Background: an optimization exercise with open tools, aiming at small area, a short achievable clock period and few clock cycles per item. Do not read the settings as production practice. Where RTL was checked, it was by simulation tests only, not by an equivalence proof against the original. For runs 5 and 6, only the layout was checked, not whether the RTL still works. No activity file was given, so power comes from the tool's default toggle rates.

==> design.v <==
`default_nettype none
package dfas_pkg;
  function automatic logic [3:0] clamp_digit(input logic [3:0] d);
    clamp_digit = (d[3] && (d[2] || d[1])) ? 4'd9 : d;
  endfunction
  function automatic logic [3:0] nines(input logic [3:0] d);
    nines = {!(d[3] || d[2] || d[1]), d[2] ^ d[1], d[1], !d[0]};
  endfunction
  function automatic logic [11:0] sub12(input logic [11:0] a, input logic [11:0] b);
    logic [11:0] g, p, gn, pn, c;
    g = a & ~b;
    p = ~(a ^ b);
    for (int k = 0; k < 4; k++) begin
      for (int i = 0; i < 12; i++) begin
        if (i >= (1 << k)) begin
          gn[i] = g[i] | (p[i] & g[i - (1 << k)]);
          pn[i] = p[i] & p[i - (1 << k)];
        end else begin
          gn[i] = g[i];
          pn[i] = p[i];
        end
      end
      g = gn;
      p = pn;
    end
    c[0] = 1'b1;
    for (int i = 1; i < 12; i++) c[i] = g[i-1] | p[i-1];
    sub12 = ~(a ^ b) ^ c;
  endfunction
endpackage
`default_nettype wire
`default_nettype none
module dfas_prep (
  input  wire logic [63:0] a_digits,
  input  wire logic [63:0] b_digits,
  input  wire logic [10:0] a_exponent,
  input  wire logic [10:0] b_exponent,
  output logic [63:0]      da,          
  output logic [63:0]      db,
  output logic             za,          
  output logic             zb,
  output logic             a_ge,        
  output logic [3:0]       sh_ab,       
  output logic [3:0]       sh_ba        
);
  logic [11:0] dab;
  always_comb begin
    for (int i = 0; i < 16; i++) begin
      da[4*i +: 4] = dfas_pkg::clamp_digit(a_digits[4*i +: 4]);
      db[4*i +: 4] = dfas_pkg::clamp_digit(b_digits[4*i +: 4]);
    end
    za     = (a_digits == '0);
    zb     = (b_digits == '0);
    dab    = dfas_pkg::sub12({a_exponent[10], a_exponent}, {b_exponent[10], b_exponent});
    a_ge   = !dab[11];
    sh_ab  = 4'(a_exponent[3:0] - b_exponent[3:0]);
    sh_ba  = 4'(b_exponent[3:0] - a_exponent[3:0]);
  end
endmodule
module dfas_align (
  input  wire logic [63:0] da,
  input  wire logic [63:0] db,
  input  wire logic        za,
  input  wire logic        zb,
  input  wire logic        a_ge_raw,
  input  wire logic [3:0]  sh_ab,
  input  wire logic [3:0]  sh_ba,
  input  wire logic [10:0] a_exponent,
  input  wire logic [10:0] b_exponent,
  input  wire logic        a_sign,
  input  wire logic        b_sign,      
  output logic [79:0]      t,           
  output logic [10:0]      e,           
  output logic             sx,          
  output logic             sub          
);
  logic [63:0] x, yr, ys;
  logic        zany, a_ge, sel_a, sat;
  logic [3:0]  sh;
  logic [11:0] dab, dba;
  always_comb begin
    zany  = za || zb;
    a_ge  = zany || a_ge_raw;
    sel_a = zb || (!za && a_ge_raw);
    sh    = zany ? 4'd0 : (a_ge_raw ? sh_ab : sh_ba);
    dab   = dfas_pkg::sub12({a_exponent[10], a_exponent}, {b_exponent[10], b_exponent});
    dba   = dfas_pkg::sub12({b_exponent[10], b_exponent}, {a_exponent[10], a_exponent});
    sat   = !zany && (a_ge_raw ? (dab[11:4] != '0) : (dba[11:4] != '0));
    sub   = a_sign ^ b_sign;
    x     = a_ge ? da : db;
    yr    = a_ge ? db : da;
    ys    = yr >> {sh, 2'b00};
    for (int i = 0; i < 16; i++) begin
      logic [3:0] d, ye;
      d  = sat ? 4'd0 : ys[4*i +: 4];
      ye = sub ? dfas_pkg::nines(d) : d;
      t[5*i +: 5] = {1'b0, x[4*i +: 4]} + {1'b0, ye};
    end
    e  = sel_a ? a_exponent : b_exponent;
    sx = a_ge ? a_sign : b_sign;
  end
endmodule
`default_nettype wire
`default_nettype none
module dfas_addsub (
  input  wire logic [79:0] t,       
  input  wire logic [10:0] e,
  input  wire logic        sx,
  input  wire logic        sub,
  output logic [63:0]      m,       
  output logic [10:0]      em,      
  output logic             ovf,     
  output logic             sign
);
  logic [15:0]      g, p;
  logic [15:0][3:0] s0, s1;
  logic [4:0][15:0] gg, pp;
  logic [16:0][3:0] d;         
  logic             gall, cin, neg, cdig;
  always_comb begin
    for (int i = 0; i < 16; i++) begin
      logic [4:0] u;
      u     = t[5*i +: 5];
      g[i]  = u[4] || (u[3] && (u[2] || u[1]));
      p[i]  = (u == 5'd9);
      s0[i] = g[i] ? 4'(u[3:0] + 4'd6) : u[3:0];
      s1[i] = p[i] ? 4'd0 : 4'(s0[i] + 4'd1);
    end
    gg[0] = g;
    pp[0] = p;
    for (int k = 1; k < 5; k++) begin
      for (int i = 0; i < 16; i++) begin
        if (i >= (1 << (k - 1))) begin
          gg[k][i] = gg[k-1][i] | (pp[k-1][i] & gg[k-1][i - (1 << (k - 1))]);
          pp[k][i] = pp[k-1][i] & pp[k-1][i - (1 << (k - 1))];
        end else begin
          gg[k][i] = gg[k-1][i];
          pp[k][i] = pp[k-1][i];
        end
      end
    end
    gall = gg[4][15];
    cin  = sub && gall;     
    neg  = sub && !gall;    
    cdig = !sub && gall;    
    for (int i = 0; i < 16; i++) begin
      logic c;
      c = (i == 0) ? cin : (gg[4][i-1] || (pp[4][i-1] && cin));
      d[i] = c ? s1[i] : s0[i];
    end
    d[16] = 4'd1;
    for (int i = 0; i < 16; i++)
      m[4*i +: 4] = cdig ? d[i+1] : neg ? dfas_pkg::nines(d[i]) : d[i];
    em   = cdig ? 11'(e + 11'd1) : e;
    ovf  = cdig && (e == 11'h3FF);
    sign = sx ^ neg;
  end
endmodule
`default_nettype wire
`default_nettype none
module dfas_norm (
  input  wire logic [63:0] m,
  input  wire logic [10:0] em,
  input  wire logic        ovf,
  input  wire logic        sign,
  output logic             res_sign,
  output logic [10:0]      res_exp,
  output logic [63:0]      res_digits,
  output logic             res_oor
);
  logic [15:0] nz;
  logic [7:0]  v2;
  logic [3:0]  v4;
  logic [1:0]  v8;
  logic [7:0]  l2;
  logic [7:0]  l4;        
  logic [5:0]  l8;        
  logic [3:0]  lz;
  logic        zero, borrow, ulow;
  logic [63:0] m1, m2, m3;
  logic [4:0]  lo;
  logic [15:0][4:0] lo_k;
  logic [6:0]  hi, hi_m1;
  logic [10:0] ue;
  always_comb begin
    for (int i = 0; i < 16; i++) nz[i] = (m[4*i +: 4] != 4'd0);
    for (int j = 0; j < 8; j++) begin
      v2[j] = nz[2*j+1] | nz[2*j];
      l2[j] = !nz[2*j+1];
    end
    for (int j = 0; j < 4; j++) begin
      v4[j] = v2[2*j+1] | v2[2*j];
      l4[2*j +: 2] = v2[2*j+1] ? {1'b0, l2[2*j+1]} : {1'b1, l2[2*j]};
    end
    for (int j = 0; j < 2; j++) begin
      v8[j] = v4[2*j+1] | v4[2*j];
      l8[3*j +: 3] = v4[2*j+1] ? {1'b0, l4[4*j+2 +: 2]} : {1'b1, l4[4*j +: 2]};
    end
    zero = !(v8[1] | v8[0]);
    lz   = v8[1] ? {1'b0, l8[5:3]} : {1'b1, l8[2:0]};
    m1 = lz[3] ? {m[31:0], 32'd0} : m;
    m2 = lz[2] ? {m1[47:0], 16'd0} : m1;
    m3 = lz[1] ? {m2[55:0], 8'd0} : m2;
    res_digits = lz[0] ? {m3[59:0], 4'd0} : m3;
    for (int k = 0; k < 16; k++) lo_k[k] = {1'b0, em[3:0]} - 5'(k);
    lo     = lo_k[lz];
    borrow = lo[4];
    hi_m1  = em[10:4] - 7'd1;
    hi     = borrow ? hi_m1 : em[10:4];
    ue     = {!em[10], em[9:0]};
    ulow  = (ue[10:4] == '0);
    res_sign = zero ? 1'b0 : sign;
    res_exp  = zero ? 11'd0 : {hi, lo[3:0]};
    res_oor  = !zero && (ovf || (ulow && borrow));
  end
endmodule
`default_nettype wire
`default_nettype none
module decimal_float_add_subtract (
  input  wire logic               clk,
  input  wire logic               rst,
  input  wire logic               in_valid,
  output logic                    in_ready,
  input  wire logic               command,
  input  wire logic               a_sign,
  input  wire logic signed [10:0] a_exponent,
  input  wire logic [63:0]        a_digits,
  input  wire logic               b_sign,
  input  wire logic signed [10:0] b_exponent,
  input  wire logic [63:0]        b_digits,
  output logic                    out_valid,
  input  wire logic               out_ready,
  output logic                    result_sign,
  output logic signed [10:0]      result_exponent,
  output logic [63:0]             result_digits,
  output logic                    exponent_out_of_range
);
  logic        adv, o_free;
  logic        rdy;    
  logic        v0, sa0, sb0, za0, zb0, ge0;
  logic [63:0] a0, b0;
  logic [10:0] ea0, eb0;
  logic [3:0]  sab0, sba0;
  logic        v1, sx1, sub1;
  logic [79:0] t1;
  logic [10:0] e1;
  logic        v2, ovf2, s2;
  logic [63:0] m2;
  logic [10:0] e2;
  logic        kv, k_sign, k_oor;
  logic [10:0] k_exp;
  logic [63:0] k_digits;
  logic [63:0] dap, dbp, mb;
  logic        zap, zbp, gep;
  logic [3:0]  sabp, sbap;
  logic [79:0] ta;
  logic [10:0] ea, eb;
  logic        sxa, suba, ovfb, sb;
  logic        zs, zo;
  logic [10:0] ze;
  logic [63:0] zd;
  assign adv      = !kv;
  assign in_ready = rdy;
  assign o_free   = !out_valid || out_ready;
  dfas_prep u_prep (
    .a_digits(a_digits), .b_digits(b_digits), .a_exponent(a_exponent),
    .b_exponent(b_exponent), .da(dap), .db(dbp), .za(zap), .zb(zbp), .a_ge(gep),
    .sh_ab(sabp), .sh_ba(sbap)
  );
  dfas_align u_align (
    .da(a0), .db(b0), .za(za0), .zb(zb0), .a_ge_raw(ge0), .sh_ab(sab0), .sh_ba(sba0),
    .a_exponent(ea0), .b_exponent(eb0),
    .a_sign(sa0), .b_sign(sb0), .t(ta), .e(ea), .sx(sxa), .sub(suba)
  );
  dfas_addsub u_addsub (
    .t(t1), .e(e1), .sx(sx1), .sub(sub1),
    .m(mb), .em(eb), .ovf(ovfb), .sign(sb)
  );
  dfas_norm u_norm (
    .m(m2), .em(e2), .ovf(ovf2), .sign(s2),
    .res_sign(zs), .res_exp(ze), .res_digits(zd), .res_oor(zo)
  );
  always_ff @(posedge clk) begin
    if (rst) begin
      v0        <= 1'b0;
      v1        <= 1'b0;
      v2        <= 1'b0;
      kv        <= 1'b0;
      rdy       <= 1'b1;
      out_valid <= 1'b0;
    end else begin
      if (adv) begin
        v0 <= in_valid;
        v1 <= v0;
        v2 <= v1;
      end
      if (o_free) begin
        out_valid <= kv || v2;
        kv        <= 1'b0;
        rdy       <= 1'b1;
      end else if (!kv) begin
        kv  <= v2;
        rdy <= !v2;
      end
    end
  end
  always_ff @(posedge clk) begin
    if (adv) begin
      a0   <= dap;
      b0   <= dbp;
      za0  <= zap;
      zb0  <= zbp;
      ge0  <= gep;
      sab0 <= sabp;
      sba0 <= sbap;
      ea0  <= a_exponent;
      eb0  <= b_exponent;
      sa0  <= a_sign;
      sb0  <= b_sign ^ command;
      t1   <= ta;
      e1   <= ea;
      sx1  <= sxa;
      sub1 <= suba;
      m2   <= mb;
      e2   <= eb;
      ovf2 <= ovfb;
      s2   <= sb;
      k_sign   <= zs;
      k_exp    <= ze;
      k_digits <= zd;
      k_oor    <= zo;
    end
    if (o_free) begin
      result_sign           <= kv ? k_sign   : zs;
      result_exponent       <= kv ? k_exp    : ze;
      result_digits         <= kv ? k_digits : zd;
      exponent_out_of_range <= kv ? k_oor    : zo;
    end
  end
endmodule
`default_nettype wire
==> flow/run.sh <==
#!/bin/bash
# Own layout flow: the standard ORFS flow (standard.sh: unchanged synthesis and
# steps, the standard flow's constraint.sdc and clock period), with two changes to how the layout
# is made: the timing repair is asked to leave extra setup slack, so the layout is
# optimised for a shorter achieved period, and the port buffers are buf_1 cells (sized up by the repair where timing needs it)
# instead of the default delay-buffer cell. Every port still gets its buffer.
# make's full output is in run_standard.log; each step's tool log is in orfs/logs/.
set -euo pipefail
bash standard.sh SETUP_SLACK_MARGIN=11.6 \
  "BUFFER_PORTS_ARGS=-buffer_cell sky130_fd_sc_hd__buf_1" finish > run_standard.log 2>&1
test -f out/final.def
==> standard.sh <==
#!/bin/bash
# synth_recipe.tcl (not shown) runs the flow's synth.tcl, then flattens the netlist and writes it again
# the make line also repeats each setting of config.mk as NAME=value (left out here)
make -C /OpenROAD-flow-scripts/flow DESIGN_CONFIG=/design/flow/config.mk WORK_HOME=/design/flow/orfs CLKGATE_MAP_FILE= SYNTH_SCRIPT=/design/flow/synth_recipe.tcl "${@:-finish}"
==> config.mk <==
export PLATFORM = sky130hd
export DESIGN_NAME = decimal_float_add_subtract
export DESIGN_NICKNAME = decimal_float_add_subtract
export VERILOG_FILES = /design/flow/design.v
export SDC_FILE = /design/flow/constraint.sdc
export NUM_CORES = 4
export LEC_CHECK = 0
export ABC_AREA = 1
export CAP_MARGIN = 20
export CORE_MARGIN = 2
export CORE_UTILIZATION = 40
export CTS_CLUSTER_DIAMETER = 100
export CTS_CLUSTER_SIZE = 20
export GPL_TIMING_DRIVEN = 0
export SLEW_MARGIN = 20
==> constraint.sdc <==
create_clock -name core_clock -period 16.0 [get_ports {clk}]
set_input_delay 3.2000 -clock core_clock [delete_from_list [all_inputs] [get_ports {clk}]]
set_output_delay 3.2000 -clock core_clock [all_outputs]
set_load 0.01 [all_outputs]
==> qor.yml, run 1 <==
die_width_um: 292
route.final.wire_length_mm: 107
post_synth.cell_area_avg_um2: 7.91
regToRegStartpoint: "za0$_DFFE_PN_"
required_ns: 16.38
globalRouteTotalUtil_pct: 24.6
cts.htree.levels: 1
post-route-period-util_pct: 27.6
nNetsFinal: 4807
max_cap_viol_count: 0
synth_warnings: 5
drt-initial-drc-count: 2062
drt-pass1-iter-count: 5
post_synthesis_cells: 4192
synth.ff_latch_count: 492
critPathTopFamily: "compound AO/OA/AOI/OAI gates"
wl_per_cell_um: 19.2
hold_viol_final: 0
critPathMostFrequentCell: "sky130_fd_sc_hd__o21ai_0"
routed-via-count: 28600
setup_violations: 0
synth-seq-area-share_pct: 42.1
period_needed_ns: 4.41
unrepaired_setup_endpoints_after_global_routing: "yes"
antennaDiodeCount: 0
yosys_most_used_dff: "sky130_fd_sc_hd__edfxtp_1"
boundaryPins: 236
leakage_nw: 16.6
holdPathStages: 2
row_count: 105
dpl.hpwl_mm: 89.6
yosysTopAreaCellShare_pct: 37.1
synth_top_cell_by_area: "sky130_fd_sc_hd__edfxtp_1"
cts.root.buffer_cell: "sky130_fd_sc_hd__clkbuf_16"
tritoncts_clock_tree: "yes"
overall_overflow_remaining_after_global_route: 0
grt_first_pass_wirelength_mm: 161
synth.area.top_cells: "sky130_fd_sc_hd__edfxtp_1 (37%), sky130_fd_sc_hd__nand2_1 (12%), sky130_fd_sc_hd__ha_1 (6.1%)"
cp_slowest_cell: "sky130_fd_sc_hd__o21ai_0"
peakVddDrop_mv: 0.0877
number_of_global_route_vias_before_repair: 27200
timing.critical_path.buf_inv: 2
timing.slew.headroom_pct: 30.2
synthToLayoutAreaGrowth_pct: 10.7
synth.cells.most_frequent: "sky130_fd_sc_hd__nand2_1 (1,041), sky130_fd_sc_hd__inv_1 (524), sky130_fd_sc_hd__edfxtp_1 (409), sky130_fd_sc_hd__o21ai_0 (361), sky130_fd_sc_hd__nor2_1 (349)"
setup.worst_path.start: "za0$_DFFE_PN_"
start_kind: "flop"
cts_buffers: 30
highest_clock_frequency_the_design_can_meet_mhz: 227
fin_skew_ns: 0.0254
finalHoldWorstSlack_ns: 0.453
gp_routability_congestion: 1.00
status: "complete, no violations"
synthesis.nets: 4528
ordered_cell_list_for_the_critical_path: "nor2_4, nand2_2, clkinv_1, clkbuf_1, o21ai_0, o21ai_0, o21ai_0, a21oi_1, nand2_1, nand4_1, o21ai_0, ha_1, a21oi_1, o21ai_0"
crit_cells: 14
synth.distinct_cells: 58
clock_latency_ns: 0.63
dieArea_um2: 85200
worstPathMaxFanout: 10
clock_tree.buffer_depth: 3
critical_path_class: "flop to flop"
final_layout_size_suffix_gt1_share_pct: 7.11
max_slew.worst_pin.slew_ns: 1.05
antenna_violations_before_repair: 0
placement.io_buffers: 235
finalMaxSlewViolations: 0
synth_most_common_cell: "sky130_fd_sc_hd__nand2_1"
synth-edff-count: 409
critPathCaptureType: "flop"
number_of_drc_violations_after_detailed_routing: 0
hold_path.startpoint: "v0$_SDFFE_PP0N_"
ant_nets: 0
die_h_um: 292
path_clk_slew_ns: 0.09
initial_utilization_pct: 40.4
fp.coreArea_um2: 82100
async_flop_share_pct: 0
power_density_over_the_cells_nw_per_um2: 153
tritoncts_num_sinks: 492
hold_path.class: "flop to flop"
vias_per_cell: 5.15
setup_tns_ns: 0
cp_data_arrival_time_ns: 4.79
synth_area_um2: 33100
max_stage_delay_ns: 0.54
grt_start_max_net_pins: 80
worst_r2r_path_depth: 14
-- worst paths after layout --
check,slack [ns],to
setup reg to reg,11.59,t1[9]$_DFFE_PN_
hold reg to reg,0.45,v1$_SDFFE_PP0N_
setup / recovery,11.59,t1[9]$_DFFE_PN_
hold / removal,0.45,v1$_SDFFE_PP0N_
-- state kept, by name, indices dropped and copies added, names as in the netlist, 3 cells and up --
| name | count |
|---|---|
| k_exp | 11 |
| eb0 | 11 |
| m2 | 64 |
| e1 | 11 |
| k_digits | 64 |
| result_exponent | 11 |
| e2 | 11 |
| b0 | 64 |
| sab0 | 4 |
| a0 | 64 |
| t1 | 80 |
| result_digits | 64 |
| sba0 | 3 |
| ea0 | 11 |
-- logic make-up after synthesis --
| family | share of synthesized area, % |
|---|---|
| AO/OA/AOI/OAI | 12.4 |
| AND/OR/NAND/NOR | 24.8 |
| multiplexers | 1.29 |
| flip-flops | 42.1 |
| adder cells (fa/ha/maj) | 7.14 |
| XOR/XNOR | 3.60 |
| buffers and inverters | 8.70 |
-- stage by stage --
step,worst slack [ns],total power [mW],instance area (um^2),cells,utilization (%)
finish,11.59,5.62,36700,5557,44.7
global route,11.53,6.05,36700,5557,44.7
CTS,11.52,5.62,36600,5555,44.5
detailed placement,10.57,4.80,35600,5507,43.4
global placement,7.83,4.78,35400,5497,43.1
floorplan,9.99,3.89,33200,4192,-
-- report_power, final --
group	internal, mW	switching, mW
clock	0.382	0.419
sequential	1.88	0.204
combinational	0.875	1.86
total	3.14	2.48
-- metal layers --
layer  track usage, %  wire length [um]
met5                0                 0
met2             44.0             52600
met4             14.0              6940
met3             2.01              3710
met1             29.0             43500
-- worst register-to-register path: stages, from the launching register on --
cell and delay (ns):
sky130_fd_sc_hd__edfxtp_1 0.46, sky130_fd_sc_hd__nor2_4 0.31, sky130_fd_sc_hd__nand2_2 0.24, sky130_fd_sc_hd__clkinv_1 0.23, sky130_fd_sc_hd__clkbuf_1 0.49, sky130_fd_sc_hd__o21ai_0 0.37
sky130_fd_sc_hd__o21ai_0 0.54, sky130_fd_sc_hd__o21ai_0 0.32, sky130_fd_sc_hd__a21oi_1 0.29, sky130_fd_sc_hd__nand2_1 0.11, sky130_fd_sc_hd__nand4_1 0.09, sky130_fd_sc_hd__o21ai_0 0.11
sky130_fd_sc_hd__ha_1 0.38, sky130_fd_sc_hd__a21oi_1 0.16, sky130_fd_sc_hd__o21ai_0 0.09
-- layout make-up --
| cell class | count | area (um^2) |
|---|---|---|
| Buffer | 190 | 840 |
| Inverter | 547 | 2060 |
| Fill cell | 8334 | 45400 |
| Multi-Input combinational cell | 2963 | 16500 |
| Sequential cell | 492 | 13900 |
| Clock inverter | 7 | 83.8 |
| Clock buffer | 41 | 833 |
| Tap cell | 1070 | 1340 |
| Timing Repair Buffer | 247 | 1130 |
-- layout by cell type, fill, tap and decap left out, types with 9 or more instances in the layout --
| cell type | instances |
|---|---|
| sky130_fd_sc_hd__a21oi_1 | 132 |
| sky130_fd_sc_hd__buf_1 | 231 |
| sky130_fd_sc_hd__buf_12 | 11 |
| sky130_fd_sc_hd__buf_2 | 51 |
| sky130_fd_sc_hd__buf_4 | 13 |
| sky130_fd_sc_hd__clkbuf_1 | 122 |
| sky130_fd_sc_hd__clkbuf_16 | 31 |
| sky130_fd_sc_hd__clkbuf_2 | 13 |
| sky130_fd_sc_hd__dfxtp_1 | 82 |
| sky130_fd_sc_hd__edfxtp_1 | 409 |
| sky130_fd_sc_hd__fa_1 | 17 |
| sky130_fd_sc_hd__ha_1 | 157 |
| sky130_fd_sc_hd__inv_1 | 520 |
| sky130_fd_sc_hd__inv_2 | 18 |
| sky130_fd_sc_hd__mux2_2 | 14 |
| sky130_fd_sc_hd__mux2i_1 | 27 |
| sky130_fd_sc_hd__nand2_1 | 1039 |
| sky130_fd_sc_hd__nand2_2 | 23 |
| sky130_fd_sc_hd__nand3_1 | 258 |
| sky130_fd_sc_hd__nand4_1 | 34 |
| sky130_fd_sc_hd__nor2_1 | 348 |
| sky130_fd_sc_hd__nor3_1 | 23 |
| sky130_fd_sc_hd__nor4_1 | 32 |
| sky130_fd_sc_hd__o211ai_1 | 47 |
| sky130_fd_sc_hd__o21ai_0 | 348 |
| sky130_fd_sc_hd__o21ai_1 | 62 |
| sky130_fd_sc_hd__o21bai_1 | 10 |
| sky130_fd_sc_hd__o221ai_1 | 49 |
| sky130_fd_sc_hd__o22ai_1 | 38 |
| sky130_fd_sc_hd__or2_0 | 9 |
| sky130_fd_sc_hd__or2_2 | 57 |
| sky130_fd_sc_hd__xnor2_1 | 34 |
| sky130_fd_sc_hd__xor2_1 | 91 |
-- what timing repair did --
action,in CTS,in global routing
setup endpoints to repair,45,29
buffers inserted,0,2
gates resized for setup,14,52
hold buffers,0,0
pin swaps,0,11
Testbench counts, summed over its fixed seeds: cycles 16,032, items 16,000.
==> inputs of run 2 (changes only) <==
--- a/config.mk
+++ b/config.mk
@@ -11,5 +11,4 @@
 export CORE_UTILIZATION = 40
 export CTS_CLUSTER_DIAMETER = 100
 export CTS_CLUSTER_SIZE = 20
-export GPL_TIMING_DRIVEN = 0
 export SLEW_MARGIN = 20
==> qor.yml, run 2 <==
routed-via-count: 27600  # -3.6%
finalMaxSlewViolations: 0  # unchanged
cts_buffers: 31  # +3.3%
globalRouteTotalUtil_pct: 21.0  # -3.6 points
mostFrequentLayoutCell: "sky130_fd_sc_hd__nand2_1"
drt-pass1-iter-count: 6  # +1
synthesis.nets: 4528  # unchanged
post_synthesis_cells: 4192  # unchanged
max_slew.worst_pin.slew_ns: 1.03  # -0.0160 ns
ordered_cell_list_for_the_critical_path: "clkbuf_2"
number_of_drc_violations_after_detailed_routing: 0  # unchanged
grt_start_max_net_pins: 179  # +120%
highest_clock_frequency_the_design_can_meet_mhz: 228  # +0.34%
cp_data_arrival_time_ns: 1.20  # -3.59 ns
die_h_um: 292  # unchanged
clock_tree.buffer_depth: 3  # unchanged
gp_routability_congestion: 0.945  # -5.6%
required_ns: 12.80  # -3.58 ns
synth.cells.most_frequent: "sky130_fd_sc_hd__nand2_1 (1,041), sky130_fd_sc_hd__inv_1 (524), sky130_fd_sc_hd__edfxtp_1 (409), sky130_fd_sc_hd__o21ai_0 (361), sky130_fd_sc_hd__nor2_1 (349)"
yosys_most_used_dff: "sky130_fd_sc_hd__edfxtp_1"
synth.ff_latch_count: 492  # unchanged
status: "complete, no violations"
final_layout_size_suffix_gt1_share_pct: 7.07  # -0.042 points
synth_area_um2: 33100  # unchanged
fp.coreArea_um2: 82100  # unchanged
dpl.hpwl_mm: 72.7  # -19%
route.final.wire_length_mm: 91.7  # -14%
power_mw: 5.48  # -2.6%
synth.area.top_cells: "sky130_fd_sc_hd__edfxtp_1 (37%), sky130_fd_sc_hd__nand2_1 (12%), sky130_fd_sc_hd__ha_1 (6.1%)"
path_clk_slew_ns: 0.08  # about the same
die_width_um: 292  # unchanged
async_flop_share_pct: 0  # unchanged
post_cts_hold_buffer_count: 0  # unchanged
overall_overflow_remaining_after_global_route: 0  # unchanged
synth-seq-area-share_pct: 42.1  # unchanged
critical_path_class: "flop to output port"
mostFrequentLayoutCells: "sky130_fd_sc_hd__nand2_1 (1,036), sky130_fd_sc_hd__inv_1 (519), sky130_fd_sc_hd__edfxtp_1 (409), sky130_fd_sc_hd__o21ai_0 (356), sky130_fd_sc_hd__nor2_1 (347)"
largest_register_ffs: 80  # unchanged
holdPathStages: 2  # unchanged
wl_per_cell_um: 17.0  # -12%
max_cap_viol_count: 0  # unchanged
power_density_over_the_cells_nw_per_um2: 152  # -1.1%
nNetsFinal: 4647  # -3.3%
dieArea_um2: 85200  # unchanged
tritoncts_clock_tree: "yes"
period_needed_ns: 4.40  # -0.0149 ns
antenna_violations_before_repair: 0  # unchanged
hold_path.class: "flop to flop"
synth_top_cell_by_area: "sky130_fd_sc_hd__edfxtp_1"
leakage_nw: 16.4  # -1.4%
setup.worst_path.start: "result_digits[52]$_DFFE_PP_"
synthToLayoutAreaGrowth_pct: 8.97
unrepaired_setup_endpoints_after_global_routing: "yes"
regToRegStartpoint: "za0$_DFFE_PN_"
critPathCaptureType: "output port"
boundaryPins: 236  # unchanged
tritoncts_num_sinks: 492  # unchanged
ant_nets: 0  # unchanged
critPathTopFamily: "flip-flops"
yosysTopAreaCellShare_pct: 37.1  # unchanged
timing.critical_path.buf_inv: 1  # -1
number_of_global_route_vias_before_repair: 25500  # -6.0%
finish.utilization_pct: 44.0  # -0.69 points
drt-initial-drc-count: 1990  # -3.5%
setup_violations: 0  # unchanged
hold_path.startpoint: "v0$_SDFFE_PP0N_"
max_stage_delay_ns: 0.42  # -0.12 ns
start_kind: "flop"
crit_cells: 1  # -13
grt_first_pass_wirelength_mm: 143  # -11%
finalInstanceArea_um2: 36100  # -1.5%
peakVddDrop_mv: 0.0888  # +1.3%
synth_most_common_cell: "sky130_fd_sc_hd__nand2_1"
antennaDiodeCount: 0  # unchanged
synth-edff-count: 409  # unchanged
worst_r2r_path_depth: 17  # +3
max_flop_register: "t1"
cts.htree.levels: 1  # unchanged
placement.io_buffers: 235  # unchanged
synth_warnings: 5  # unchanged
row_count: 105  # unchanged
hold_viol_final: 0  # unchanged
vias_per_cell: 5.11  # -0.75%
setup_tns_ns: 0  # unchanged
synth.distinct_cells: 58  # unchanged
post-route-period-util_pct: 27.5  # -0.093 points
worstPathMaxFanout: 1  # -9
fin_skew_ns: 0.0177  # -0.00770 ns
clock_latency_ns: 0.62  # about the same
post_synth.cell_area_avg_um2: 7.91  # unchanged
cp_slowest_cell: "sky130_fd_sc_hd__edfxtp_1"
detailed_place.area_um2: 34900  # -2.1%
timing.slew.headroom_pct: 31.2  # +1.1 points
initial_utilization_pct: 40.4  # unchanged
cts.root.buffer_cell: "sky130_fd_sc_hd__clkbuf_16"
==> run 2: cell types whose count changed in the layout (fill, tap and decap cells not counted), sizes merged <==
cell and change:
clkbuf -108, inv +4, clkinv -3, clkinvlp +3
bufinv -1, buf -52
==> run 2: path summary, 6_finish.rpt <==
| kind | to | slack [ns] |
|---|---|---|
| setup / recovery | result_digits[52] | 11.60 |
| hold / removal | v1$_SDFFE_PP0N_ | 0.45 |
| setup reg to reg | t1[7]$_DFFE_PN_ | 11.89 |
| hold reg to reg | v1$_SDFFE_PP0N_ | 0.45 |
==> run 2: timing repair <==
item,CTS,global route
gates resized for setup,26,62
endpoints found under the hold margin,0,0
setup endpoints to repair,95,84
pin swaps,5,13
buffers inserted,0,7
gates cloned,0,2
==> run 2: power by group <==
group	internal (mW)	switching [mW]	total, mW
sequential	1.88	0.206	2.09
clock	0.364	0.427	0.791
combinational	0.862	1.73	2.60
total	3.11	2.37	5.48
==> run 2: cells by family after synthesis <==
group	share of synthesized area, %
AND/OR/NAND/NOR	24.8
buffers and inverters	8.70
AO/OA/AOI/OAI	12.4
flip-flops	42.1
adder cells (fa/ha/maj)	7.14
XOR/XNOR	3.60
multiplexers	1.29
==> run 2: layout make-up <==
class,instances,area (um^2)
fill,8304,46000
multi-input combinational,2963,16500
sequential,492,13900
inverter,547,2080
timing repair buffer,276,1390
tap,1070,1340
clock buffer,42,817
clock inverter,10,95.1
==> run 2: per-stage QoR <==
stage,worst slack (ns),hold slack (ns),std cells
2_1_floorplan,9.99,0.418,4192
3_3_place_gp,10.74,0.433,5339
3_5_place_dp,10.74,0.439,5339
4_1_cts,11.53,0.458,5391
5_1_grt,11.52,0.474,5400
6_report,11.60,0.453,5400
==> run 2: layer usage <==
layer	vias to the layer above	share of wire, %	GRT usage (%)
met1	12600	45	28.4
met3	178	3.5	1.64
met2	670	47	35.2
met4	0	4.3	8.00
li1	14200	-	-
met5	-	0	0
==> inputs of run 3 (changes only) <==
--- a/config.mk
+++ b/config.mk
@@ -6,9 +6,9 @@
 export NUM_CORES = 4
 export LEC_CHECK = 0
 export ABC_AREA = 1
-export CAP_MARGIN = 20
+export CAP_MARGIN = 0
 export CORE_MARGIN = 2
 export CORE_UTILIZATION = 40
 export CTS_CLUSTER_DIAMETER = 100
 export CTS_CLUSTER_SIZE = 20
-export SLEW_MARGIN = 20
+export SLEW_MARGIN = 0
==> qor.yml, run 3 <==
status: "complete, no violations"
clock_latency_ns: 0.62  # about the same
critPathCaptureType: "output port"
tritoncts_num_sinks: 492  # unchanged
synth.distinct_cells: 58  # unchanged
synth-edff-count: 409  # unchanged
synth.cells.most_frequent: "sky130_fd_sc_hd__nand2_1 (1,041), sky130_fd_sc_hd__inv_1 (524), sky130_fd_sc_hd__edfxtp_1 (409), sky130_fd_sc_hd__o21ai_0 (361), sky130_fd_sc_hd__nor2_1 (349)"
dpl.hpwl_mm: 72.7  # unchanged
number_of_global_route_vias_before_repair: 25500  # unchanged
max_slew.worst_pin.slew_ns: 1.03  # unchanged
synth.ff_latch_count: 492  # unchanged
initial_utilization_pct: 40.4  # unchanged
finalInstanceArea_um2: 36100  # unchanged
highest_clock_frequency_the_design_can_meet_mhz: 228  # unchanged
nNetsFinal: 4647  # unchanged
die_width_um: 292  # unchanged
max_stage_delay_ns: 0.42  # about the same
power_density_over_the_cells_nw_per_um2: 152  # unchanged
yosys_most_used_dff: "sky130_fd_sc_hd__edfxtp_1"
antennaDiodeCount: 0  # unchanged
finalHoldWorstSlack_ns: 0.453  # unchanged
route.final.wire_length_mm: 91.7  # unchanged
multiInputGateArea_um2: 16500  # unchanged
internal_mw: 3.11  # unchanged
gp_routability_congestion: 0.945  # unchanged
drt-pass1-iter-count: 6  # unchanged
unrepaired_setup_endpoints_after_global_routing: "yes"
timing.critical_path.buf_inv: 1  # unchanged
setup_violations: 0  # unchanged
yosysTopAreaCellShare_pct: 37.1  # unchanged
wl_per_cell_um: 17.0  # unchanged
number_of_drc_violations_after_detailed_routing: 0  # unchanged
mostFrequentLayoutCell: "sky130_fd_sc_hd__nand2_1"
required_ns: 12.80  # about the same
fillCellCount: 8304  # unchanged
synthesis.nets: 4528  # unchanged
cts.root.buffer_cell: "sky130_fd_sc_hd__clkbuf_16"
power_frac_clock_pct: 14.5  # about the same
post_synthesis_cells: 4192  # unchanged
finalMaxSlewViolations: 0  # unchanged
synth_area_um2: 33100  # unchanged
setup_tns_ns: 0  # unchanged
tritoncts_clock_tree: "yes"
row_count: 105  # unchanged
drt-initial-drc-count: 1990  # unchanged
clock_tree.buffer_depth: 3  # unchanged
fp.coreArea_um2: 82100  # unchanged
fin_skew_ns: 0.0177  # unchanged
leakage_nw: 16.4  # unchanged
synth_warnings: 5  # unchanged
total_net_switching_power_mw: 2.37  # unchanged
critPathTopFamily: "flip-flops"
critical_path_class: "flop to output port"
ant_nets: 0  # unchanged
cp_data_arrival_time_ns: 1.20  # about the same
area.sequential_um2: 13900  # unchanged
post_synth.cell_area_avg_um2: 7.91  # unchanged
final_layout_size_suffix_gt1_share_pct: 7.07  # unchanged
timing.slew.headroom_pct: 31.2  # unchanged
max_flop_register: "t1"
timing.reg2reg.setup_slack_ns: 11.89  # about the same
mostFrequentLayoutCells: "sky130_fd_sc_hd__nand2_1 (1,036), sky130_fd_sc_hd__inv_1 (519), sky130_fd_sc_hd__edfxtp_1 (409), sky130_fd_sc_hd__o21ai_0 (356), sky130_fd_sc_hd__nor2_1 (347)"
period_needed_ns: 4.40  # unchanged
pre_cts_slack_ns: 10.74  # unchanged
overall_overflow_remaining_after_global_route: 0  # unchanged
grt_first_pass_wirelength_mm: 143  # unchanged
synth-seq-area-share_pct: 42.1  # unchanged
post-route-period-util_pct: 27.5  # unchanged
share_comb_of_total_power_pct: 47.4  # about the same
start_kind: "flop"
routed-via-count: 27600  # unchanged
die_h_um: 292  # unchanged
path_clk_slew_ns: 0.08  # about the same
cp_slowest_cell: "sky130_fd_sc_hd__edfxtp_1"
power.share.sequential_pct: 38.2  # about the same
antenna_violations_before_repair: 0  # unchanged
hold_path.class: "flop to flop"
largest_register_ffs: 80  # unchanged
worstPathMaxFanout: 1  # unchanged
cts.htree.levels: 1  # unchanged
placement.io_buffers: 235  # unchanged
synth.area.top_cells: "sky130_fd_sc_hd__edfxtp_1 (37%), sky130_fd_sc_hd__nand2_1 (12%), sky130_fd_sc_hd__ha_1 (6.1%)"
cts_buffers: 31  # unchanged
hold_viol_final: 0  # unchanged
vias_per_cell: 5.11  # unchanged
synth_most_common_cell: "sky130_fd_sc_hd__nand2_1"
power_mw: 5.48  # unchanged
dieArea_um2: 85200  # unchanged
worst_slack_ns: 11.60  # unchanged
max_cap_viol_count: 0  # unchanged
detailed_place.area_um2: 34900  # unchanged
synthToLayoutAreaGrowth_pct: 8.97  # unchanged
netSwitchingFraction_pct: 43.2  # unchanged
boundaryPins: 236  # unchanged
peakVddDrop_mv: 0.0888  # unchanged
grt_start_max_net_pins: 179  # unchanged
synth_top_cell_by_area: "sky130_fd_sc_hd__edfxtp_1"
async_flop_share_pct: 0  # unchanged
ordered_cell_list_for_the_critical_path: "clkbuf_2"
globalRouteTotalUtil_pct: 21.0  # unchanged
## run 3: cell counts after synthesis
No cell type changed its count.
## run 3: kinds of logic (layout without fill, tap and decap cells)
group | after synthesis | count (layout) | share of synthesized area, %
muxes | 41 | 41 | 1.29
adders and majority gates | 179 | 179 | 7.14
and+or+nand+nor | 1889 | 1889 | 24.8
buffers and inverters | 737 | 875 | 8.70
xor gates and xnor gates | 131 | 131 | 3.60
AOI/OAI and AO/OA | 723 | 723 | 12.4
DFF | 492 | 492 | 42.1
## run 3: power by group through the flow
stage          clock, mW  sequential [mW]  combinational [mW]
2_1_floorplan          0             2.09                1.81
3_3_place_gp           0             2.12                2.52
3_5_place_dp           0             2.13                2.55
4_1_cts            0.825             2.10                2.57
5_1_grt            0.863             2.13                2.95
6_report           0.791             2.09                2.60
## run 3: metal layers
layer	up-vias	global-route usage, %	wire, um	share of wire [%]
li1	14200	-	-	-
met1	12600	28.4	41600	45
met2	670	35.2	42900	47
met3	178	1.64	3190	3.5
met4	0	8.00	3960	4.3
met5	-	0	0	0
## run 3: repair_timing
action | CTS | global route
hold buffers | 0 | 0
gates cloned | 0 | 2
endpoints found under the setup margin | 95 | 84
pin swaps | 5 | 13
resized for setup | 26 | 62
buffers inserted | 0 | 7
## run 3: tightest hold or removal path: stages, from the launching register on
cell and delay (ns):
sky130_fd_sc_hd__dfxtp_1 0.31, sky130_fd_sc_hd__nand2_1 0.05, sky130_fd_sc_hd__a21oi_1 0.05
## run 3: worst paths after layout
path / cells past startpoint / endpoint / from
worst max-delay path: 1 / result_digits[52] / result_digits[52]$_DFFE_PP_
worst min-delay path: 2 / v1$_SDFFE_PP0N_ / v0$_SDFFE_PP0N_
worst min register to register: 2 / v1$_SDFFE_PP0N_ / v0$_SDFFE_PP0N_
worst max register to register: 17 / t1[7]$_DFFE_PN_ / za0$_DFFE_PN_
## run 3: stage by stage
step,instances,utilization (%)
CTS,5391,43.7
global placement,5339,42.4
detailed placement,5339,42.4
global route,5400,44.0
finish,5400,44.0
floorplan,4192,-
## run 3: final cells by class
cell class                 instances  area share (%)
clock buffer                      42            2.26
clock inverter                    10           0.263
inverter                         547            5.75
multi-input combinational       2963            45.6
sequential                       492            38.6
tap                             1070            3.71
timing repair buffer             276            3.84
==> inputs of run 4 (changes only) <==
--- a/config.mk
+++ b/config.mk
@@ -6,9 +6,9 @@
 export NUM_CORES = 4
 export LEC_CHECK = 0
 export ABC_AREA = 1
-export CAP_MARGIN = 0
+export CAP_MARGIN = 20
 export CORE_MARGIN = 2
 export CORE_UTILIZATION = 40
-export CTS_CLUSTER_DIAMETER = 100
-export CTS_CLUSTER_SIZE = 20
-export SLEW_MARGIN = 0
+export CTS_CLUSTER_DIAMETER = 120
+export CTS_CLUSTER_SIZE = 30
+export SLEW_MARGIN = 20
==> qor.yml, run 4 <==
status: "complete, no violations"
synthToLayoutAreaGrowth_pct: 8.05
number_of_global_route_vias_before_repair: 25400  # -0.54%
cts_buffers: 21  # -32%
die_width_um: 292  # unchanged
clock_tree.buffer_depth: 3  # unchanged
die_h_um: 292  # unchanged
overall_overflow_remaining_after_global_route: 0  # unchanged
ant_nets: 0  # unchanged
synth_warnings: 5  # unchanged
synth_top_cell_by_area: "sky130_fd_sc_hd__edfxtp_1"
grt_start_max_net_pins: 179  # unchanged
synth-seq-area-share_pct: 42.1  # unchanged
highest_clock_frequency_the_design_can_meet_mhz: 229  # +0.77%
leakage_nw: 16.2  # -1.1%
fin_skew_ns: 0.0324  # +0.0147 ns
post_cts_hold_buffer_count: 0  # unchanged
fp.coreArea_um2: 82100  # unchanged
synth.cells.most_frequent: "sky130_fd_sc_hd__nand2_1 (1,041), sky130_fd_sc_hd__inv_1 (524), sky130_fd_sc_hd__edfxtp_1 (409), sky130_fd_sc_hd__o21ai_0 (361), sky130_fd_sc_hd__nor2_1 (349)"
timing.critical_path.buf_inv: 1  # unchanged
period_needed_ns: 4.36  # -0.0336 ns
finalInstanceArea_um2: 35800  # -0.84%
cts.root.buffer_cell: "sky130_fd_sc_hd__clkbuf_16"
ordered_cell_list_for_the_critical_path: "clkbuf_2"
grt_first_pass_wirelength_mm: 142  # -0.61%
dpl.hpwl_mm: 72.7  # unchanged
nNetsFinal: 4637  # -0.22%
synth.area.top_cells: "sky130_fd_sc_hd__edfxtp_1 (37%), sky130_fd_sc_hd__nand2_1 (12%), sky130_fd_sc_hd__ha_1 (6.1%)"
yosys_most_used_dff: "sky130_fd_sc_hd__edfxtp_1"
post-route-period-util_pct: 27.3  # -0.21 points
gp_routability_congestion: 0.945  # unchanged
timing.slew.headroom_pct: 31.1  # -0.13 points
tritoncts_clock_tree: "yes"
dp_cells: 5339  # unchanged
synth_most_common_cell: "sky130_fd_sc_hd__nand2_1"
yosysTopAreaCellShare_pct: 37.1  # unchanged
final-instance-count-excl-fill: 5381  # -0.35%
placement.io_buffers: 235  # unchanged
route.final.wire_length_mm: 91.1  # -0.67%
worstPathMaxFanout: 1  # unchanged
hold_path.class: "flop to flop"
critPathTopFamily: "flip-flops"
power_density_over_the_cells_nw_per_um2: 149  # -1.9%
setup_violations: 0  # unchanged
row_count: 105  # unchanged
setup_tns_ns: 0  # unchanged
peakVddDrop_mv: 0.0744  # -16%
cts.htree.levels: 1  # unchanged
fillCellCount: 8334  # +0.36%
drt-initial-drc-count: 2002  # +0.60%
max_stage_delay_ns: 0.43  # about the same
boundaryPins: 236  # unchanged
antennaDiodeCount: 0  # unchanged
path_clk_slew_ns: 0.11  # +0.03 ns
required_ns: 12.80  # about the same
initial_utilization_pct: 40.4  # unchanged
final_layout_size_suffix_gt1_share_pct: 6.56  # -0.50 points
wl_per_cell_um: 16.9  # -0.32%
synth.ff_latch_count: 492  # unchanged
mostFrequentLayoutCell: "sky130_fd_sc_hd__nand2_1"
post_synth.cell_area_avg_um2: 7.91  # unchanged
largest_register_ffs: 80  # unchanged
start_kind: "flop"
synth-edff-count: 409  # unchanged
async_flop_share_pct: 0  # unchanged
number_of_drc_violations_after_detailed_routing: 0  # unchanged
drt-pass1-iter-count: 6  # unchanged
tritoncts_num_sinks: 492  # unchanged
mostFrequentLayoutCells: "sky130_fd_sc_hd__nand2_1 (1,036), sky130_fd_sc_hd__inv_1 (519), sky130_fd_sc_hd__edfxtp_1 (409), sky130_fd_sc_hd__o21ai_0 (357), sky130_fd_sc_hd__nor2_1 (348)"
critPathCaptureType: "output port"
finalMaxSlewViolations: 0  # unchanged
hold_viol_final: 0  # unchanged
clock_latency_ns: 0.59  # -0.03 ns
max_cap_viol_count: 0  # unchanged
max_slew.worst_pin.slew_ns: 1.03  # +0.00202 ns
max_flop_register: "t1"
synth.distinct_cells: 58  # unchanged
unrepaired_setup_endpoints_after_global_routing: "yes"
post_synthesis_cells: 4192  # unchanged
routed-via-count: 27400  # -0.62%
synthesis.nets: 4528  # unchanged
critical_path_class: "flop to output port"
cp_data_arrival_time_ns: 1.16  # -0.04 ns
synth_area_um2: 33100  # unchanged
globalRouteTotalUtil_pct: 20.9  # -0.12 points
detailed_place.area_um2: 34900  # unchanged
cp_slowest_cell: "sky130_fd_sc_hd__edfxtp_1"
dieArea_um2: 85200  # unchanged
vias_per_cell: 5.10  # -0.27%
antenna_violations_before_repair: 0  # unchanged
[run 4: path summary, 6_finish.rpt]
path	slack, ns	depth (start not counted)	to	startpoint
setup / recovery	11.64	1	result_digits[52]	result_digits[52]$_DFFE_PP_
hold / removal	0.46	2	v1$_SDFFE_PP0N_	v0$_SDFFE_PP0N_
setup reg to reg	11.83	19	t1[23]$_DFFE_PN_	za0$_DFFE_PN_
hold reg to reg	0.46	2	v1$_SDFFE_PP0N_	v0$_SDFFE_PP0N_
[run 4: final cells by class]
class                           instances  area (um^2)  share of cell area [%]
Sequential cell                       492        13900                    38.9
Multi-Input combinational cell       2963        16500                    46.0
Timing Repair Buffer                  276         1370                    3.81
Tap cell                             1070         1340                    3.74
Inverter                              547         2080                    5.80
Clock inverter                          7         83.8                   0.234
Clock buffer                           26          544                    1.52
[run 4: cells by family after synthesis]
family	Yosys count	synth area share, %
AO/OA/AOI/OAI	723	12.4
XOR/XNOR	131	3.60
adder cells (fa/ha/maj)	179	7.14
buffers and inverters	737	8.70
flip-flops	492	42.1
multiplexers	41	1.29
AND/OR/NAND/NOR	1889	24.8
[run 4: through the flow]
step                power, mW  util, %  setup slack [ns]  hold WS, ns
floorplan                3.89        -              9.99        0.418
global placement         4.64     42.4             10.74        0.433
detailed placement       4.68     42.4             10.74        0.439
CTS                      5.35     43.3             11.58        0.462
global route             5.79     43.6             11.50        0.478
finish                   5.33     43.6             11.64        0.456
[run 4: timing repair]
action	4_1_cts	5_1_grt
pin swaps	5	12
gates resized for setup	25	48
setup endpoints to repair	81	74
setup buffers	0	7
cloned	0	2
[run 4: power by group]
part           switching [mW]  internal, mW
combinational            1.73         0.858
sequential              0.205          1.88
clock                   0.389         0.266
[run 4: layer usage]
layer  wire length, um  track usage (%)  up-vias
met5                 0                0        -
met4              3740             7.86        0
met3              3440             1.67      155
met2             42500             35.0      707
met1             41400             28.2    12400
li1                  -                -    14100
==> inputs of run 5 (changes only) <==
--- a/design.v
+++ b/design.v
@@ -39,11 +39,12 @@
   output logic [63:0]      db,
   output logic             za,          
   output logic             zb,
-  output logic             a_ge,        
+  output logic             gt_hi,       
+  output logic             eq_hi,       
+  output logic             ge_lo,       
   output logic [3:0]       sh_ab,       
   output logic [3:0]       sh_ba        
 );
-  logic [11:0] dab;
   always_comb begin
     for (int i = 0; i < 16; i++) begin
       da[4*i +: 4] = dfas_pkg::clamp_digit(a_digits[4*i +: 4]);
@@ -51,8 +52,9 @@
     end
     za     = (a_digits == '0);
     zb     = (b_digits == '0);
-    dab    = dfas_pkg::sub12({a_exponent[10], a_exponent}, {b_exponent[10], b_exponent});
-    a_ge   = !dab[11];
+    gt_hi  = $signed(a_exponent[10:4]) > $signed(b_exponent[10:4]);
+    eq_hi  = (a_exponent[10:4] == b_exponent[10:4]);
+    ge_lo  = (a_exponent[3:0] >= b_exponent[3:0]);
     sh_ab  = 4'(a_exponent[3:0] - b_exponent[3:0]);
     sh_ba  = 4'(b_exponent[3:0] - a_exponent[3:0]);
   end
@@ -62,7 +64,9 @@
   input  wire logic [63:0] db,
   input  wire logic        za,
   input  wire logic        zb,
-  input  wire logic        a_ge_raw,
+  input  wire logic        gt_hi,
+  input  wire logic        eq_hi,
+  input  wire logic        ge_lo,
   input  wire logic [3:0]  sh_ab,
   input  wire logic [3:0]  sh_ba,
   input  wire logic [10:0] a_exponent,
@@ -75,11 +79,12 @@
   output logic             sub          
 );
   logic [63:0] x, yr, ys;
-  logic        zany, a_ge, sel_a, sat;
+  logic        zany, a_ge_raw, a_ge, sel_a, sat;
   logic [3:0]  sh;
   logic [11:0] dab, dba;
   always_comb begin
     zany  = za || zb;
+    a_ge_raw = gt_hi || (eq_hi && ge_lo);
     a_ge  = zany || a_ge_raw;
     sel_a = zb || (!za && a_ge_raw);
     sh    = zany ? 4'd0 : (a_ge_raw ? sh_ab : sh_ba);
@@ -237,7 +242,7 @@
 );
   logic        adv, o_free;
   logic        rdy;    
-  logic        v0, sa0, sb0, za0, zb0, ge0;
+  logic        v0, sa0, sb0, za0, zb0, gth0, eqh0, gel0;
   logic [63:0] a0, b0;
   logic [10:0] ea0, eb0;
   logic [3:0]  sab0, sba0;
@@ -251,7 +256,7 @@
   logic [10:0] k_exp;
   logic [63:0] k_digits;
   logic [63:0] dap, dbp, mb;
-  logic        zap, zbp, gep;
+  logic        zap, zbp, gthp, eqhp, gelp;
   logic [3:0]  sabp, sbap;
   logic [79:0] ta;
   logic [10:0] ea, eb;
@@ -264,11 +269,11 @@
   assign o_free   = !out_valid || out_ready;
   dfas_prep u_prep (
     .a_digits(a_digits), .b_digits(b_digits), .a_exponent(a_exponent),
-    .b_exponent(b_exponent), .da(dap), .db(dbp), .za(zap), .zb(zbp), .a_ge(gep),
+    .b_exponent(b_exponent), .da(dap), .db(dbp), .za(zap), .zb(zbp), .gt_hi(gthp), .eq_hi(eqhp), .ge_lo(gelp),
     .sh_ab(sabp), .sh_ba(sbap)
   );
   dfas_align u_align (
-    .da(a0), .db(b0), .za(za0), .zb(zb0), .a_ge_raw(ge0), .sh_ab(sab0), .sh_ba(sba0),
+    .da(a0), .db(b0), .za(za0), .zb(zb0), .gt_hi(gth0), .eq_hi(eqh0), .ge_lo(gel0), .sh_ab(sab0), .sh_ba(sba0),
     .a_exponent(ea0), .b_exponent(eb0),
     .a_sign(sa0), .b_sign(sb0), .t(ta), .e(ea), .sx(sxa), .sub(suba)
   );
@@ -310,7 +315,9 @@
       b0   <= dbp;
       za0  <= zap;
       zb0  <= zbp;
-      ge0  <= gep;
+      gth0 <= gthp;
+      eqh0 <= eqhp;
+      gel0 <= gelp;
       sab0 <= sabp;
       sba0 <= sbap;
       ea0  <= a_exponent;
--- a/config.mk
+++ b/config.mk
@@ -9,6 +9,6 @@
 export CAP_MARGIN = 20
 export CORE_MARGIN = 2
 export CORE_UTILIZATION = 40
-export CTS_CLUSTER_DIAMETER = 120
-export CTS_CLUSTER_SIZE = 30
+export CTS_CLUSTER_DIAMETER = 100
+export CTS_CLUSTER_SIZE = 20
 export SLEW_MARGIN = 20
==> qor.yml, run 5 <==
status: "complete, no violations"
synth.area.top_cells: "sky130_fd_sc_hd__edfxtp_1 (36%), sky130_fd_sc_hd__nand2_1 (13%), sky130_fd_sc_hd__inv_1 (6.1%)"
finish.utilization_pct: 44.0  # +0.34 points
hold_path.class: "flop to flop"
routed-via-count: 28400  # +3.6%
peakVddDrop_mv: 0.0772  # +3.7%
mostFrequentLayoutCell: "sky130_fd_sc_hd__nand2_1"
post_synth.cell_area_avg_um2: 7.70  # -2.6%
fin_skew_ns: 0.0284  # -0.00402 ns
fp.coreArea_um2: 83800  # +2.1%
yosys_most_used_dff: "sky130_fd_sc_hd__edfxtp_1"
worstPathMaxFanout: 1  # unchanged
critPathTopFamily: "flip-flops"
multiInputGateArea_um2: 17000  # +3.3%
mostFrequentLayoutCells: "sky130_fd_sc_hd__nand2_1 (1,215), sky130_fd_sc_hd__inv_1 (548), sky130_fd_sc_hd__edfxtp_1 (411), sky130_fd_sc_hd__nand3_1 (371), sky130_fd_sc_hd__o21ai_0 (329)"
highest_clock_frequency_the_design_can_meet_mhz: 231  # +0.66%
grt_first_pass_wirelength_mm: 144  # +1.2%
drt-pass1-iter-count: 6  # unchanged
setup_tns_ns: 0  # unchanged
antennaDiodeCount: 0  # unchanged
start_kind: "flop"
synth_top_cell_by_area: "sky130_fd_sc_hd__edfxtp_1"
ant_nets: 0  # unchanged
cts.root.buffer_cell: "sky130_fd_sc_hd__clkbuf_16"
wl_per_cell_um: 16.2  # -4.3%
synth.cells.most_frequent: "sky130_fd_sc_hd__nand2_1 (1,218), sky130_fd_sc_hd__inv_1 (548), sky130_fd_sc_hd__edfxtp_1 (411), sky130_fd_sc_hd__nand3_1 (371), sky130_fd_sc_hd__o21ai_0 (329)"
tritoncts_num_sinks: 494  # +0.41%
dieArea_um2: 87200  # +2.4%
yosysTopAreaCellShare_pct: 36.4  # -0.70 points
synth_warnings: 5  # unchanged
final_layout_size_suffix_gt1_share_pct: 5.30  # -1.3 points
synthToLayoutAreaGrowth_pct: 8.54
vias_per_cell: 5.02  # -1.5%
gp_routability_congestion: 0.951  # +0.62%
clock_latency_ns: 0.57  # -0.02 ns
route.final.wire_length_mm: 91.7  # +0.73%
cts_buffers: 35  # +67%
globalRouteTotalUtil_pct: 20.8  # -0.11 points
regToRegStartpoint: "za0$_DFFE_PN_"
die_width_um: 295  # +1.2%
finalHoldWorstSlack_ns: 0.454  # -0.00223 ns
boundaryPins: 236  # unchanged
timing.slew.headroom_pct: 30.4  # -0.71 points
async_flop_share_pct: 0  # unchanged
period_needed_ns: 4.33  # -0.0284 ns
post-route-period-util_pct: 27.1  # -0.18 points
setup.worst_path.start: "result_digits[60]$_DFFE_PP_"
required_ns: 12.80  # about the same
synth.ff_latch_count: 494  # +0.41%
max_flop_register: "t1"
largest_register_ffs: 80  # unchanged
overall_overflow_remaining_after_global_route: 0  # unchanged
placement.io_buffers: 235  # unchanged
internal_mw: 3.24  # +7.7%
number_of_global_route_vias_before_repair: 26300  # +3.6%
leakage_nw: 17.1  # +5.4%
dpl.hpwl_mm: 72.5  # -0.24%
antenna_violations_before_repair: 0  # unchanged
netSwitchingFraction_pct: 43.8  # +0.22 points
max_slew.worst_pin.slew_ns: 1.04  # +0.00814 ns
finalInstanceArea_um2: 36900  # +2.9%
power.share.sequential_pct: 36.8  # -2.4 points
drt-initial-drc-count: 1968  # -1.7%
die_h_um: 295  # +1.2%
synth-seq-area-share_pct: 41.2  # -0.82 points
cts.htree.levels: 2  # +1
max_cap_viol_count: 0  # unchanged
cp_slowest_cell: "sky130_fd_sc_hd__edfxtp_1"
clock_tree.buffer_depth: 3  # unchanged
area.sequential_um2: 14000  # +0.45%
synth_area_um2: 34000  # +2.4%
detailed_place.area_um2: 35600  # +2.2%
setup_violations: 0  # unchanged
finalMaxSlewViolations: 0  # unchanged
hold_path.startpoint: "k_exp[4]$_DFF_P_"
critical_path_class: "flop to output port"
post_cts_hold_buffer_count: 0  # unchanged
row_count: 106  # +0.95%
synth.distinct_cells: 66  # +14%
synthesis.nets: 4746  # +4.8%
share_comb_of_total_power_pct: 47.1  # -1.4 points
max_stage_delay_ns: 0.41  # -0.02 ns
fillCellCount: 8679  # +4.1%
ordered_cell_list_for_the_critical_path: "buf_1"
critPathCaptureType: "output port"
unrepaired_setup_endpoints_after_global_routing: "no"
path_clk_slew_ns: 0.08  # -0.03 ns
post_synthesis_cells: 4409  # +5.2%
power_frac_clock_pct: 16.1  # +3.8 points
timing.critical_path.buf_inv: 1  # unchanged
total_net_switching_power_mw: 2.52  # +8.6%
hold_viol_final: 0  # unchanged
synth_most_common_cell: "sky130_fd_sc_hd__nand2_1"
power_density_over_the_cells_nw_per_um2: 156  # +5.0%
nNetsFinal: 4846  # +4.5%
initial_utilization_pct: 40.5  # +0.14 points
tritoncts_clock_tree: "yes"
cp_data_arrival_time_ns: 1.13  # -0.03 ns
grt_start_max_net_pins: 128  # -28%
number_of_drc_violations_after_detailed_routing: 0  # unchanged
synth-edff-count: 411  # +0.49%
power_mw: 5.76  # +8.1%
-- run 5: cell types whose count changed in the layout (fill, tap and decap cells not counted), moves of 14 or more --
cell	change
sky130_fd_sc_hd__xor2_1	+15
sky130_fd_sc_hd__nor2_1	-29
sky130_fd_sc_hd__o21ai_0	-28
sky130_fd_sc_hd__inv_1	+29
sky130_fd_sc_hd__o22ai_1	-14
sky130_fd_sc_hd__o21ai_1	-28
sky130_fd_sc_hd__buf_1	+14
sky130_fd_sc_hd__o221ai_1	-20
sky130_fd_sc_hd__xnor2_1	-20
sky130_fd_sc_hd__clkbuf_16	+15
sky130_fd_sc_hd__nand2_1	+179
sky130_fd_sc_hd__nand3_1	+113
sky130_fd_sc_hd__a21oi_1	+23
-- run 5: final timing paths --
| path | to | depth (start not counted) | slack (ns) |
|---|---|---|---|
| setup reg to reg | t1[8]$_DFFE_PN_ | 17 | 11.82 |
| hold reg to reg | k_exp[4]$_DFF_P_ | 2 | 0.45 |
| setup / recovery | result_digits[60] | 1 | 11.67 |
| hold / removal | k_exp[4]$_DFF_P_ | 2 | 0.45 |
-- run 5: power by group through the flow --
stage | clock network [mW] | registers (mW) | logic (mW)
6_report | 0.924 | 2.12 | 2.71
5_1_grt | 1.00 | 2.16 | 3.10
4_1_cts | 0.954 | 2.12 | 2.70
3_5_place_dp | 0 | 2.15 | 2.69
3_3_place_gp | 0 | 2.14 | 2.66
2_1_floorplan | 0 | 2.11 | 1.92
-- run 5: metrics by stage --
step                setup slack [ns]  instances
detailed placement             11.16       5602
CTS                            11.61       5660
global route                   11.61       5661
floorplan                      11.68       4409
global placement               11.14       5602
finish                         11.67       5661
-- run 5: timing repair --
action | 4_1_cts | 5_1_grt
pin swaps | 1 | 1
endpoints found under the hold margin | 0 | 0
gates cloned | 0 | 1
setup buffers | 3 | 0
endpoints found under the setup margin | 54 | 76
gates resized for setup | 2 | 18
-- run 5: kinds of logic after synthesis --
group                      count (synthesis)  share of synthesized area, %
muxes                                     33                          1.02
and+or+nand+nor                         2153                          27.7
AOI/OAI and AO/OA                        660                          10.9
adders and majority gates                180                          7.03
DFF                                      494                          41.2
buffers and inverters                    767                          8.87
xor gates and xnor gates                 122                          3.19
-- run 5: tightest hold or removal path, delay by kind of cell (launching register included) --
kind          cells  cell delay (ns)
flops             1             0.31
simple gates      2             0.12
-- run 5: area by class of cell --
| cell class | instances | share of cell area [%] |
|---|---|---|
| multi-input combinational | 3149 | 46.1 |
| sequential | 494 | 38.0 |
| inverter | 567 | 5.85 |
| tap | 1134 | 3.85 |
| timing repair buffer | 262 | 3.08 |
| clock buffer | 46 | 2.67 |
| clock inverter | 9 | 0.404 |
-- run 5: metal layers --
layer  part of all wire, %  GRT usage, %  up-vias
li1                      -             -    14800
met1                    47          28.5    12800
met2                    45          34.2      694
met3                   4.1          2.06      148
met4                   3.6          7.30        0
met5                     0             0        -
==> inputs of run 6 (changes only) <==
--- a/config.mk
+++ b/config.mk
@@ -9,6 +9,6 @@
 export CAP_MARGIN = 20
 export CORE_MARGIN = 2
 export CORE_UTILIZATION = 40
-export CTS_CLUSTER_DIAMETER = 100
-export CTS_CLUSTER_SIZE = 20
+export CTS_CLUSTER_DIAMETER = 110
+export CTS_CLUSTER_SIZE = 25
 export SLEW_MARGIN = 20
==> qor.yml, run 6 <==
async_flop_share_pct: 0  # unchanged
setup_violations: 0  # unchanged
synthToLayoutAreaGrowth_pct: 7.69
setup.worst_path.start: "result_digits[60]$_DFFE_PP_"
clock_tree.buffer_depth: 3  # unchanged
critPathCaptureType: "output port"
synth_area_um2: 34000  # unchanged
boundaryPins: 236  # unchanged
power.share.sequential_pct: 38.0  # +1.2 points
timing.slew.headroom_pct: 31.4  # +1.0 points
share_comb_of_total_power_pct: 48.7  # +1.6 points
hold_path.startpoint: "k_exp[4]$_DFF_P_"
power_density_over_the_cells_nw_per_um2: 153  # -2.3%
die_width_um: 295  # unchanged
post_synthesis_cells: 4409  # unchanged
total_net_switching_power_mw: 2.48  # -1.5%
critPathTopFamily: "flip-flops"
synth.ff_latch_count: 494  # unchanged
mostFrequentLayoutCells: "sky130_fd_sc_hd__nand2_1 (1,215), sky130_fd_sc_hd__inv_1 (548), sky130_fd_sc_hd__edfxtp_1 (411), sky130_fd_sc_hd__nand3_1 (371), sky130_fd_sc_hd__o21ai_0 (329)"
synth.cells.most_frequent: "sky130_fd_sc_hd__nand2_1 (1,218), sky130_fd_sc_hd__inv_1 (548), sky130_fd_sc_hd__edfxtp_1 (411), sky130_fd_sc_hd__nand3_1 (371), sky130_fd_sc_hd__o21ai_0 (329)"
drt-initial-drc-count: 2012  # +2.2%
max_cap_viol_count: 0  # unchanged
status: "complete, no violations"
row_count: 106  # unchanged
grt_start_max_net_pins: 128  # unchanged
period_needed_ns: 4.38  # +0.0469 ns
timing.critical_path.buf_inv: 1  # unchanged
nNetsFinal: 4838  # -0.17%
clock_latency_ns: 0.61  # +0.04 ns
route.final.wire_length_mm: 91.8  # +0.13%
power_mw: 5.58  # -3.1%
dieArea_um2: 87200  # unchanged
wl_per_cell_um: 16.3  # +0.31%
antenna_violations_before_repair: 0  # unchanged
synth_top_cell_by_area: "sky130_fd_sc_hd__edfxtp_1"
dp_cells: 5602  # unchanged
synth_most_common_cell: "sky130_fd_sc_hd__nand2_1"
post-route-period-util_pct: 27.4  # +0.29 points
cts_buffers: 26  # -26%
ordered_cell_list_for_the_critical_path: "clkbuf_2"
regToRegStartpoint: "za0$_DFFE_PN_"
hold_viol_final: 0  # unchanged
die_h_um: 295  # unchanged
tritoncts_clock_tree: "yes"
max_slew.worst_pin.slew_ns: 1.03  # -0.0150 ns
peakVddDrop_mv: 0.104  # +34%
synth-seq-area-share_pct: 41.2  # unchanged
max_stage_delay_ns: 0.43  # +0.02 ns
antennaDiodeCount: 0  # unchanged
overall_overflow_remaining_after_global_route: 0  # unchanged
globalRouteTotalUtil_pct: 20.7  # -0.11 points
fp.coreArea_um2: 83800  # unchanged
yosysTopAreaCellShare_pct: 36.4  # unchanged
ant_nets: 0  # unchanged
synth.area.top_cells: "sky130_fd_sc_hd__edfxtp_1 (36%), sky130_fd_sc_hd__nand2_1 (13%), sky130_fd_sc_hd__inv_1 (6.1%)"
finalInstanceArea_um2: 36600  # -0.78%
final_layout_size_suffix_gt1_share_pct: 5.38  # +0.078 points
finalHoldWorstSlack_ns: 0.457  # +0.00318 ns
yosys_most_used_dff: "sky130_fd_sc_hd__edfxtp_1"
path_clk_slew_ns: 0.10  # +0.02 ns
leakage_nw: 17.0  # -0.63%
tritoncts_num_sinks: 494  # unchanged
largest_register_ffs: 80  # unchanged
fin_skew_ns: 0.0294  # +0.00106 ns
unrepaired_setup_endpoints_after_global_routing: "yes"
cts.htree.levels: 1  # -1
placement.io_buffers: 235  # unchanged
cp_slowest_cell: "sky130_fd_sc_hd__edfxtp_1"
finalMaxSlewViolations: 0  # unchanged
vias_per_cell: 5.04  # +0.29%
required_ns: 12.80  # about the same
cp_data_arrival_time_ns: 1.18  # +0.05 ns
number_of_global_route_vias_before_repair: 26200  # -0.38%
synthesis.nets: 4746  # unchanged
max_flop_register: "t1"
start_kind: "flop"
netSwitchingFraction_pct: 44.5  # +0.72 points
highest_clock_frequency_the_design_can_meet_mhz: 228  # -1.1%
gp_routability_congestion: 0.951  # unchanged
setup_tns_ns: 0  # unchanged
routed-via-count: 28500  # +0.12%
cts.root.buffer_cell: "sky130_fd_sc_hd__clkbuf_16"
initial_utilization_pct: 40.5  # unchanged
post_synth.cell_area_avg_um2: 7.70  # unchanged
hold_path.class: "flop to flop"
critical_path_class: "flop to output port"
synth_warnings: 5  # unchanged
detailed_place.area_um2: 35600  # unchanged
mostFrequentLayoutCell: "sky130_fd_sc_hd__nand2_1"
worstPathMaxFanout: 1  # unchanged
power_frac_clock_pct: 13.4  # -2.7 points
grt_first_pass_wirelength_mm: 144  # -0.11%
synth.distinct_cells: 66  # unchanged
final-instance-count-excl-fill: 5651  # -0.18%
internal_mw: 3.10  # -4.3%
dpl.hpwl_mm: 72.5  # unchanged
number_of_drc_violations_after_detailed_routing: 0  # unchanged
synth-edff-count: 411  # unchanged
fillCellCount: 8698  # +0.22%
drt-pass1-iter-count: 6  # unchanged
-- run 6: changes by cell type in the layout (fill, tap and decap cells not counted), moves of 2 or more --
cell | before | now
sky130_fd_sc_hd__buf_1 | 234 | 220
sky130_fd_sc_hd__buf_2 | 0 | 5
sky130_fd_sc_hd__clkbuf_16 | 38 | 28
sky130_fd_sc_hd__clkbuf_2 | 2 | 10
sky130_fd_sc_hd__clkinv_1 | 4 | 6
sky130_fd_sc_hd__clkinv_8 | 4 | 1
sky130_fd_sc_hd__inv_12 | 2 | 0
sky130_fd_sc_hd__inv_6 | 0 | 2
sky130_fd_sc_hd__inv_8 | 0 | 2
-- run 6: metal layers --
metal / track usage, % / up-vias / part of all wire, % / routed length, um
met4: 7.21 / 0 / 3.8 / 3500
met3: 1.56 / 150 / 4.0 / 3640
met5: 0 / - / 0 / 0
li1: - / 14700 / - / -
met2: 34.2 / 702 / 46 / 41900
met1: 28.5 / 12900 / 47 / 42800
-- run 6: layout make-up --
type | count | area [um^2] | area share [%]
sequential | 494 | 14000 | 38.3
inverter | 567 | 2150 | 5.88
clock buffer | 34 | 702 | 1.92
clock inverter | 10 | 105 | 0.287
multi-input combinational | 3149 | 17000 | 46.5
timing repair buffer | 263 | 1170 | 3.21
tap | 1134 | 1420 | 3.88
-- run 6: cell families after synthesis --
logic type / Yosys count / share of synthesized area [%]
AO/OA/AOI/OAI: 660 / 10.9
XOR/XNOR: 122 / 3.19
adder cells (fa/ha/maj): 180 / 7.03
buffers and inverters: 767 / 8.87
flip-flops: 494 / 41.2
multiplexers: 33 / 1.02
AND/OR/NAND/NOR: 2153 / 27.7
-- run 6: path summary, 6_finish.rpt --
| path | slack [ns] | to | depth (start not counted) |
|---|---|---|---|
| min | 0.46 | k_exp[4]$_DFF_P_ | 2 |
| max | 11.62 | result_digits[60] | 1 |
| max reg2reg | 11.81 | t1[13]$_DFFE_PN_ | 21 |
| min reg2reg | 0.46 | k_exp[4]$_DFF_P_ | 2 |
-- run 6: repair_timing --
| action | 4_1_cts | 5_1_grt |
|---|---|---|
| buffers inserted | 3 | 0 |
| cloned | 0 | 2 |
| setup endpoints to repair | 62 | 88 |
| hold buffers | 0 | 0 |
| gates resized for setup | 8 | 25 |
| pin swaps | 1 | 1 |
-- run 6: per-stage QoR --
stage | util, % | setup WS [ns]
6_report | 43.6 | 11.62
5_1_grt | 43.6 | 11.58
4_1_cts | 43.5 | 11.57
3_5_place_dp | 42.5 | 11.16
3_3_place_gp | 42.5 | 11.14
2_1_floorplan | - | 11.68
-- run 6: power by group through the flow --
stage / Sequential, mW / Clock, mW / Combinational (mW)
floorplan: 2.11 / 0 / 1.92
global placement: 2.14 / 0 / 2.66
detailed placement: 2.15 / 0 / 2.69
CTS: 2.12 / 0.775 / 2.70
global route: 2.16 / 0.819 / 3.10
finish: 2.12 / 0.746 / 2.72

Re-timed with assumed drivers on the ports (clkbuf_16 on the clock, buf_2 on other inputs), run 6 has 11.556 ns of setup slack against 11.620 ns with ideal ports, and 11.248 ns once port delays also move by the mid clock arrival of 0.659 ns.
